What follows belongs to an exercise in optimizing a design on an open flow for small area, a short achievable clock period and few clock cycles; a production flow would make more cautious choices. Only simulation tests tie the RTL to the original design; equivalence was not proved. Power is estimated from default activity; no workload was simulated.

==> inputs of umber <==
==> flow/design.v <==
package kmkq_pkg;
    localparam int QUEUE_DEPTH_DEF = 16;
    localparam int KEY_CODES_DEF   = 256;
    localparam int CYCLE_W    = 48;
    localparam int THR_W      = 24;
    localparam int KEY_W      = 8;
    localparam int ACT_W      = 2;
    localparam int POS_W      = 3;
    localparam int FORCE_W    = 2;
    localparam int MODE_W     = 2;
    localparam int ADDR_W     = 8;
    localparam int DATA_W     = 8;
    localparam int ROWS       = 8;
    localparam int CFG_IDX_W  = 2;
    localparam int CFG_DATA_W = 24;
    localparam logic [ACT_W-1:0] ACT_LOAD  = 2'd0;
    localparam logic [ACT_W-1:0] ACT_EVENT = 2'd1;
    localparam logic [ACT_W-1:0] ACT_READ  = 2'd2;
    localparam logic [CFG_IDX_W-1:0] CFG_THROTTLE    = 2'd0;
    localparam logic [CFG_IDX_W-1:0] CFG_LEFT_SHIFT  = 2'd1;
    localparam logic [CFG_IDX_W-1:0] CFG_RIGHT_SHIFT = 2'd2;
    localparam logic [THR_W-1:0] THROTTLE_RST    = 24'd50000;
    localparam logic [KEY_W-1:0] LEFT_SHIFT_RST  = 8'd254;
    localparam logic [KEY_W-1:0] RIGHT_SHIFT_RST = 8'd255;
    localparam logic [FORCE_W-1:0] FORCE_NONE = 2'd0;
    localparam logic [FORCE_W-1:0] FORCE_DOWN = 2'd1;
    localparam logic [FORCE_W-1:0] FORCE_UP   = 2'd2;
    localparam logic [MODE_W-1:0] MODE_BASE   = 2'd0;
    localparam logic [MODE_W-1:0] MODE_IGNORE = 2'd1;
    localparam logic [MODE_W-1:0] MODE_ALT    = 2'd2;
    localparam int                SHIFT_ROW       = 7;
    localparam logic [DATA_W-1:0] SHIFT_DOWN_MASK = 8'h01;
    localparam logic [DATA_W-1:0] SHIFT_UP_MASK   = 8'h03;
    localparam logic [CYCLE_W-1:0] CYCLE_MAX = {CYCLE_W{1'b1}};
    typedef struct packed {
        logic               valid;
        logic [POS_W-1:0]   row;
        logic [POS_W-1:0]   col;
        logic [FORCE_W-1:0] force_code;
        logic [MODE_W-1:0]  smode;
        logic [POS_W-1:0]   srow;
        logic [POS_W-1:0]   scol;
        logic [FORCE_W-1:0] sforce;
        logic               sap;
    } map_entry_t;
    typedef struct packed {
        logic             press;
        logic [KEY_W-1:0] key;
    } key_event_t;
    typedef struct packed {
        logic idle;
        logic clear_step;
        logic exec;
        logic event_step;
        logic apply_step;
        logic result_load;
    } kmkq_cmd_t;
    typedef struct packed {
        logic in_valid;
        logic clear_done;
        logic dequeue;
        logic out_free;
    } kmkq_sts_t;
endpackage
import kmkq_pkg::*;
module keyboard_matrix_with_key_queue #(
    parameter int QUEUE_DEPTH = QUEUE_DEPTH_DEF,
    parameter int KEY_CODES   = KEY_CODES_DEF
) (
    input  logic                  clk,
    input  logic                  rst_n,
    input  logic                  item_valid,
    output logic                  item_ready,
    input  logic [ACT_W-1:0]      item_action,
    input  logic [KEY_W-1:0]      item_key_code,
    input  logic                  item_is_press,
    input  logic [POS_W-1:0]      item_map_row,
    input  logic [POS_W-1:0]      item_map_column,
    input  logic [FORCE_W-1:0]    item_map_force,
    input  logic [MODE_W-1:0]     item_shifted_mode,
    input  logic [POS_W-1:0]      item_shifted_row,
    input  logic [POS_W-1:0]      item_shifted_column,
    input  logic [FORCE_W-1:0]    item_shifted_force,
    input  logic [ADDR_W-1:0]     item_read_address,
    input  logic [CYCLE_W-1:0]    item_now_cycle,
    output logic                  result_valid,
    input  logic                  result_ready,
    output logic [DATA_W-1:0]     result_read_data,
    output logic                  result_event_applied,
    output logic                  result_queue_dropped,
    input  logic                  cfg_we,
    input  logic [CFG_IDX_W-1:0]  cfg_index,
    input  logic [CFG_DATA_W-1:0] cfg_data
);
    localparam int CAP = 5;             
    localparam int NK  = 256;
    localparam int MF_W = 16;           
    logic [THR_W-1:0] thr_reg;
    logic [KEY_W-1:0] lcode_reg;
    logic [KEY_W-1:0] rcode_reg;
    always_ff @(posedge clk or negedge rst_n)
    begin
        if (!rst_n)
        begin
            thr_reg   <= THROTTLE_RST;
            lcode_reg <= LEFT_SHIFT_RST;
            rcode_reg <= RIGHT_SHIFT_RST;
        end
        else if (cfg_we)
        begin
            case (cfg_index)
                CFG_THROTTLE:    thr_reg   <= cfg_data;
                CFG_LEFT_SHIFT:  lcode_reg <= cfg_data[KEY_W-1:0];
                CFG_RIGHT_SHIFT: rcode_reg <= cfg_data[KEY_W-1:0];
                default:         ;
            endcase
        end
    end
    logic [2:0] infl_reg;               
    logic       rdy_reg;
    logic       take;
    logic       pop;
    logic [2:0] infl_next;
    assign item_ready = rdy_reg;
    assign take       = item_valid && rdy_reg;
    assign infl_next  = infl_reg + {2'b0, take} - {2'b0, pop};
    always_ff @(posedge clk or negedge rst_n)
    begin
        if (!rst_n)
        begin
            infl_reg <= '0;
            rdy_reg  <= 1'b1;
        end
        else
        begin
            infl_reg <= infl_next;
            rdy_reg  <= infl_next != 3'(CAP);
        end
    end
    logic               r_v;
    logic [ACT_W-1:0]   r_act;
    logic [KEY_W-1:0]   r_key;
    logic               r_press;
    logic [MF_W-1:0]    r_fields;
    logic [MODE_W-1:0]  r_mode;
    logic [ADDR_W-1:0]  r_addr;
    logic [CYCLE_W-1:0] r_now;
    always_ff @(posedge clk or negedge rst_n)
    begin
        if (!rst_n)
            r_v <= 1'b0;
        else
            r_v <= take;
    end
    always_ff @(posedge clk)
    begin
        r_act    <= item_action;
        r_key    <= item_key_code;
        r_press  <= item_is_press;
        r_fields <= {item_map_row, item_map_column, item_map_force,
                     item_shifted_row, item_shifted_column, item_shifted_force};
        r_mode   <= item_shifted_mode;
        r_addr   <= item_read_address;
        r_now    <= item_now_cycle;
    end
    logic [8:0]         q_mem [16];
    logic [4:0]         q_cnt;
    logic [CYCLE_W-1:0] mark_reg;
    logic               a_load;
    logic               a_ev;
    logic               a_rd;
    logic               a_push;
    logic               a_drop;
    logic               a_dq;
    logic [CYCLE_W:0]   a_sum;
    logic [CYCLE_W-1:0] a_mark;
    logic [KEY_W-1:0]   a_key;
    assign a_load = r_v && (r_act == ACT_LOAD);
    assign a_ev   = r_v && (r_act == ACT_EVENT);
    assign a_rd   = r_v && (r_act == ACT_READ);
    assign a_push = a_ev && !q_cnt[4];
    assign a_drop = a_ev && q_cnt[4];
    assign a_dq   = a_rd && (r_now > mark_reg) && (q_cnt != 5'd0);
    assign a_sum  = {1'b0, r_now} + {25'b0, thr_reg};
    assign a_mark = a_sum[CYCLE_W] ? CYCLE_MAX : a_sum[CYCLE_W-1:0];
    assign a_key  = q_mem[0][7:0];
    always_ff @(posedge clk or negedge rst_n)
    begin
        if (!rst_n)
        begin
            q_cnt    <= '0;
            mark_reg <= '0;
        end
        else
        begin
            if (a_push)
                q_cnt <= q_cnt + 1'b1;
            if (a_dq)
            begin
                q_cnt    <= q_cnt - 1'b1;
                mark_reg <= a_mark;
            end
        end
    end
    always_ff @(posedge clk)
    begin
        for (int i = 0; i < 16; i++)
        begin
            if (a_dq)
            begin
                if (i < 15)
                    q_mem[i] <= q_mem[(i + 1) % 16];
            end
            else if (a_push && q_cnt[3:0] == 4'(i))
            begin
                q_mem[i] <= {r_press, r_key};
            end
        end
    end
    logic [1:0]      m_vm  [NK];
    logic [MF_W-1:0] m_f   [NK];
    logic            m_sap [NK];
    logic [1:0]      a_vm;
    assign a_vm = (r_mode == MODE_IGNORE) ? 2'b10 :
                  (r_mode == MODE_ALT)    ? 2'b11 : 2'b01;
    logic [1:0]      a_mvm;
    logic [MF_W-1:0] a_mf;
    logic            a_msap;
    logic [15:0] hd_hi;
    logic [15:0] hd_lo;
    logic [7:0]  hd_next;
    logic        hd_we;
    assign hd_we   = a_dq || (a_push && q_cnt == 5'd0);
    assign hd_next = a_dq ? q_mem[1][7:0] : r_key;
    always_ff @(posedge clk)
    begin
        if (hd_we)
        begin
            hd_hi <= 16'(1) << hd_next[7:4];
            hd_lo <= 16'(1) << hd_next[3:0];
        end
    end
    always_comb
    begin
        logic [18:0] g;
        logic [18:0] o;
        o = '0;
        for (int h = 0; h < 16; h++)
        begin
            g = '0;
            for (int l = 0; l < 16; l++)
                g = g | ({19{hd_lo[l]}} & {m_vm[16 * h + l], m_sap[16 * h + l], m_f[16 * h + l]});
            o = o | ({19{hd_hi[h]}} & g);
        end
        {a_mvm, a_msap, a_mf} = o;
    end
    logic               c_v;
    logic               c_dq;
    logic               c_drop;
    logic [ADDR_W-1:0]  c_addr;
    logic [KEY_W-1:0]   c_key;
    logic               c_press;
    logic [1:0]         c_vm;
    logic [MF_W-1:0]    c_f;
    logic               c_sap;
    logic               c_lm;
    logic               c_rm;
    logic               c_same;
    always_ff @(posedge clk or negedge rst_n)
    begin
        if (!rst_n)
            c_v <= 1'b0;
        else
            c_v <= r_v;
    end
    always_ff @(posedge clk)
    begin
        c_dq    <= a_dq;
        c_drop  <= a_drop;
        c_addr  <= a_rd ? r_addr : 8'h00;
        c_key   <= a_key;
        c_press <= q_mem[0][8];
        c_vm    <= a_mvm;
        c_f     <= a_mf;
        c_sap   <= a_msap;
        c_lm    <= a_key == lcode_reg;
        c_rm    <= a_key == rcode_reg;
        c_same  <= a_key == c_key;
    end
    logic [DATA_W-1:0]  rows_reg [ROWS];
    logic [FORCE_W-1:0] force_reg;
    logic               lheld_reg;
    logic               rheld_reg;
    logic               pw_reg;         
    logic               ps_reg;         
    logic               c_lh;
    logic               c_rh;
    logic               c_valid;
    logic               c_sap_eff;
    logic               c_shifted;
    logic               c_alt;
    logic               c_ignore;
    logic [POS_W-1:0]   c_row;
    logic [POS_W-1:0]   c_col;
    logic [FORCE_W-1:0] c_force;
    logic               c_apply;
    logic               c_wsap;
    assign c_lh      = (c_dq && c_lm) ? c_press : lheld_reg;
    assign c_rh      = (c_dq && c_rm) ? c_press : rheld_reg;
    assign c_valid   = c_vm != 2'b00;
    assign c_sap_eff = (c_same && pw_reg) ? ps_reg : c_sap;
    assign c_shifted = c_press ? (c_lh || c_rh) : c_sap_eff;
    assign c_alt     = c_shifted && c_vm[1];
    assign c_ignore  = c_alt && !c_vm[0];
    assign c_row     = c_alt ? c_f[7:5]  : c_f[15:13];
    assign c_col     = c_alt ? c_f[4:2]  : c_f[12:10];
    assign c_force   = c_alt ? c_f[1:0]  : c_f[9:8];
    assign c_apply   = c_v && c_dq && c_valid && !c_ignore;
    assign c_wsap    = c_v && c_dq && c_valid && c_press;
    always_ff @(posedge clk or negedge rst_n)
    begin
        if (!rst_n)
        begin
            for (int i = 0; i < ROWS; i++)
                rows_reg[i] <= '0;
            force_reg <= FORCE_NONE;
            lheld_reg <= 1'b0;
            rheld_reg <= 1'b0;
            pw_reg    <= 1'b0;
            ps_reg    <= 1'b0;
        end
        else
        begin
            if (c_v && c_dq)
            begin
                lheld_reg <= c_lh;
                rheld_reg <= c_rh;
            end
            if (c_apply)
            begin
                force_reg <= c_force;
                rows_reg[c_row][c_col] <= c_press;
            end
            pw_reg <= c_wsap;
            ps_reg <= c_shifted;
        end
    end
    always_ff @(posedge clk or negedge rst_n)
    begin
        if (!rst_n)
        begin
            for (int k = 0; k < NK; k++)
                m_vm[k] <= 2'b00;
        end
        else
        begin
            for (int k = 0; k < NK; k++)
                if (a_load && r_key == 8'(k))
                    m_vm[k] <= a_vm;
        end
    end
    always_ff @(posedge clk)
    begin
        for (int k = 0; k < NK; k++)
        begin
            if (a_load && r_key == 8'(k))
            begin
                m_f[k]   <= r_fields;
                m_sap[k] <= 1'b0;
            end
            else if (c_wsap && c_key == 8'(k))
            begin
                m_sap[k] <= c_shifted;
            end
        end
    end
    logic               d_v;
    logic               d_dq;
    logic               d_drop;
    logic [ADDR_W-1:0]  d_addr;
    always_ff @(posedge clk or negedge rst_n)
    begin
        if (!rst_n)
            d_v <= 1'b0;
        else
            d_v <= c_v;
    end
    always_ff @(posedge clk)
    begin
        d_dq   <= c_dq;
        d_drop <= c_drop;
        d_addr <= c_addr;
    end
    logic [DATA_W-1:0] d_data;
    always_comb
    begin
        logic [DATA_W-1:0] b;
        d_data = '0;
        for (int i = 0; i < ROWS; i++)
        begin
            b = rows_reg[i];
            if (i == SHIFT_ROW)
            begin
                if (force_reg == FORCE_DOWN)
                    b = b | SHIFT_DOWN_MASK;
                else if (force_reg == FORCE_UP)
                    b = b & ~SHIFT_UP_MASK;
            end
            if (d_addr[i])
                d_data = d_data | b;
        end
    end
    logic [CAP-1:0] o_v;
    logic [9:0]     o_d [CAP];
    logic [9:0]     o_new;
    assign pop   = o_v[0] && result_ready;
    assign o_new = {d_data, d_dq, d_drop};
    always_ff @(posedge clk or negedge rst_n)
    begin
        if (!rst_n)
            o_v <= '0;
        else
        begin
            for (int i = 0; i < CAP; i++)
            begin
                logic sv;
                logic pv;
                sv = pop ? ((i + 1 < CAP) ? o_v[(i + 1) % CAP] : 1'b0) : o_v[i];
                pv = (i == 0) ? 1'b1 : (pop ? o_v[i] : o_v[(i + CAP - 1) % CAP]);
                o_v[i] <= sv || (d_v && pv);
            end
        end
    end
    always_ff @(posedge clk)
    begin
        for (int i = 0; i < CAP; i++)
        begin
            logic sv;
            logic pv;
            sv = pop ? ((i + 1 < CAP) ? o_v[(i + 1) % CAP] : 1'b0) : o_v[i];
            pv = (i == 0) ? 1'b1 : (pop ? o_v[i] : o_v[(i + CAP - 1) % CAP]);
            if (!sv && d_v && pv)
                o_d[i] <= o_new;
            else if (pop && i + 1 < CAP)
                o_d[i] <= o_d[(i + 1) % CAP];
        end
    end
    assign result_valid         = o_v[0];
    assign result_read_data     = o_d[0][9:2];
    assign result_event_applied = o_d[0][1];
    assign result_queue_dropped = o_d[0][0];
endmodule
==> flow/run.sh <==
#!/bin/bash
# synth_recipe.tcl (not shown) runs the flow's synth.tcl, then flattens the netlist and writes it again
# the make line also repeats each setting of config.mk as NAME=value (left out here)
make -C /OpenROAD-flow-scripts/flow DESIGN_CONFIG=/design/flow/config.mk WORK_HOME=/design/flow/orfs CLKGATE_MAP_FILE= SYNTH_SCRIPT=/design/flow/synth_recipe.tcl finish
==> flow/config.mk <==
export PLATFORM = sky130hd
export DESIGN_NAME = keyboard_matrix_with_key_queue
export DESIGN_NICKNAME = keyboard_matrix_with_key_queue
export VERILOG_FILES = /design/flow/design.v
export SDC_FILE = /design/flow/constraint.sdc
export NUM_CORES = 4
export LEC_CHECK = 0
export CAP_MARGIN = 20
export CORE_MARGIN = 2
export CORE_UTILIZATION = 50
export SETUP_SLACK_MARGIN = 3.0
export SLEW_MARGIN = 20
export SYNTH_MEMORY_MAX_BITS = 8192
==> flow/constraint.sdc <==
create_clock -name core_clock -period 7.0 [get_ports {clk}]
set_input_delay 1.4000 -clock core_clock [delete_from_list [all_inputs] [get_ports {clk}]]
set_output_delay 1.4000 -clock core_clock [all_outputs]
set_load 0.01 [all_outputs]
==> nickel: changes against umber <==
--- a/flow/design.v
+++ b/flow/design.v
@@ -146,3 +146,8 @@
     logic [ADDR_W-1:0]  r_addr;
-    logic [CYCLE_W-1:0] r_now;
+    logic [CYCLE_W:0]   r_sum;          
+    logic               r_gt_old;       
+    logic               r_gt_new;       
+    logic [CYCLE_W-1:0] mark_reg;
+    logic               c_v;
+    logic               c_dq;
     always_ff @(posedge clk or negedge rst_n)
@@ -163,3 +168,5 @@
         r_addr   <= item_read_address;
-        r_now    <= item_now_cycle;
+        r_sum    <= {1'b0, item_now_cycle} + {25'b0, thr_reg};
+        r_gt_old <= item_now_cycle > mark_reg;
+        r_gt_new <= !r_sum[CYCLE_W] && (item_now_cycle > r_sum[CYCLE_W-1:0]);
     end
@@ -167,3 +174,2 @@
     logic [4:0]         q_cnt;
-    logic [CYCLE_W-1:0] mark_reg;
     logic               a_load;
@@ -174,3 +180,2 @@
     logic               a_dq;
-    logic [CYCLE_W:0]   a_sum;
     logic [CYCLE_W-1:0] a_mark;
@@ -182,5 +187,4 @@
     assign a_drop = a_ev && q_cnt[4];
-    assign a_dq   = a_rd && (r_now > mark_reg) && (q_cnt != 5'd0);
-    assign a_sum  = {1'b0, r_now} + {25'b0, thr_reg};
-    assign a_mark = a_sum[CYCLE_W] ? CYCLE_MAX : a_sum[CYCLE_W-1:0];
+    assign a_dq   = a_rd && ((c_v && c_dq) ? r_gt_new : r_gt_old) && (q_cnt != 5'd0);
+    assign a_mark = r_sum[CYCLE_W] ? CYCLE_MAX : r_sum[CYCLE_W-1:0];
     assign a_key  = q_mem[0][7:0];
@@ -256,4 +260,2 @@
     end
-    logic               c_v;
-    logic               c_dq;
     logic               c_drop;
- CTS_CLUSTER_SIZE: default -> 30
- SETUP_SLACK_MARGIN: 3.0 -> 4.0
==> qor summary <==
metric	nickel	umber
Antenna diode count	87	56
Outcome	complete, no violations	complete, no violations
Cell internal pwr	54.3 mW	53.5 mW
Reg2Reg Setup Slack	3630 ps	2650 ps
Met3 track demand over resource in global routing	13.0%	11.1%
Overall via count from detail_route	140000	134000
Final RePlAce weighted congestion	0.975	0.986
Fraction of standard cell area that is sequential	63.7%	66.9%
Final design instance area without fill	243000 µm²	232000 µm²
Die boundary width	641 µm	641 µm
Post-route met1 wirelength	281 mm	272 mm
Clk pwr share	41.7%	41.3%
Synth-to-Final Area Change	19.9%	14.2%
Max transition margin	20.4%	10.9%
Floorplan core area	406000 µm²	403000 µm²
PnR worst setup slack	3630 ps	2650 ps
First drt pass iteration count	10	9
Testbench counts of umber, summed over its fixed seeds: cycles 12,064.
Testbench counts of nickel, summed over its fixed seeds: cycles 12,064.

-- separate check: timing with driven ports --
The results above use ideal ports. As a check the final layouts listed here were re-extracted and re-timed, cells and wires unchanged. Step 1 sets driving cells, clkbuf_16 on the clock port and buf_2 on the other inputs (assumed; they add their load-dependent delay and slew). Step 2 moves the port delays by t, midway between the first and last clock arrival at a register: inputs arrive t later, outputs are due t later. That takes back most of the time a late clock gives input paths. Three values: no drivers, after step 1, after step 2; two values: the first two.
run	t (ns)	setup WS [ns]	clock arrival spread, ns	worst register clock-pin slew, ns
umber	1.209	2.651 / 2.651 / 2.651	0.066 / 0.066	0.07 / 0.07
nickel	1.194	3.628 / 3.628 / 2.914	0.079 / 0.079	0.07 / 0.07
After both steps every run listed still meets setup and hold. The setup slack of nickel, which loses most, moves by 0.000 ns with the drivers and by -0.714 ns with both steps.
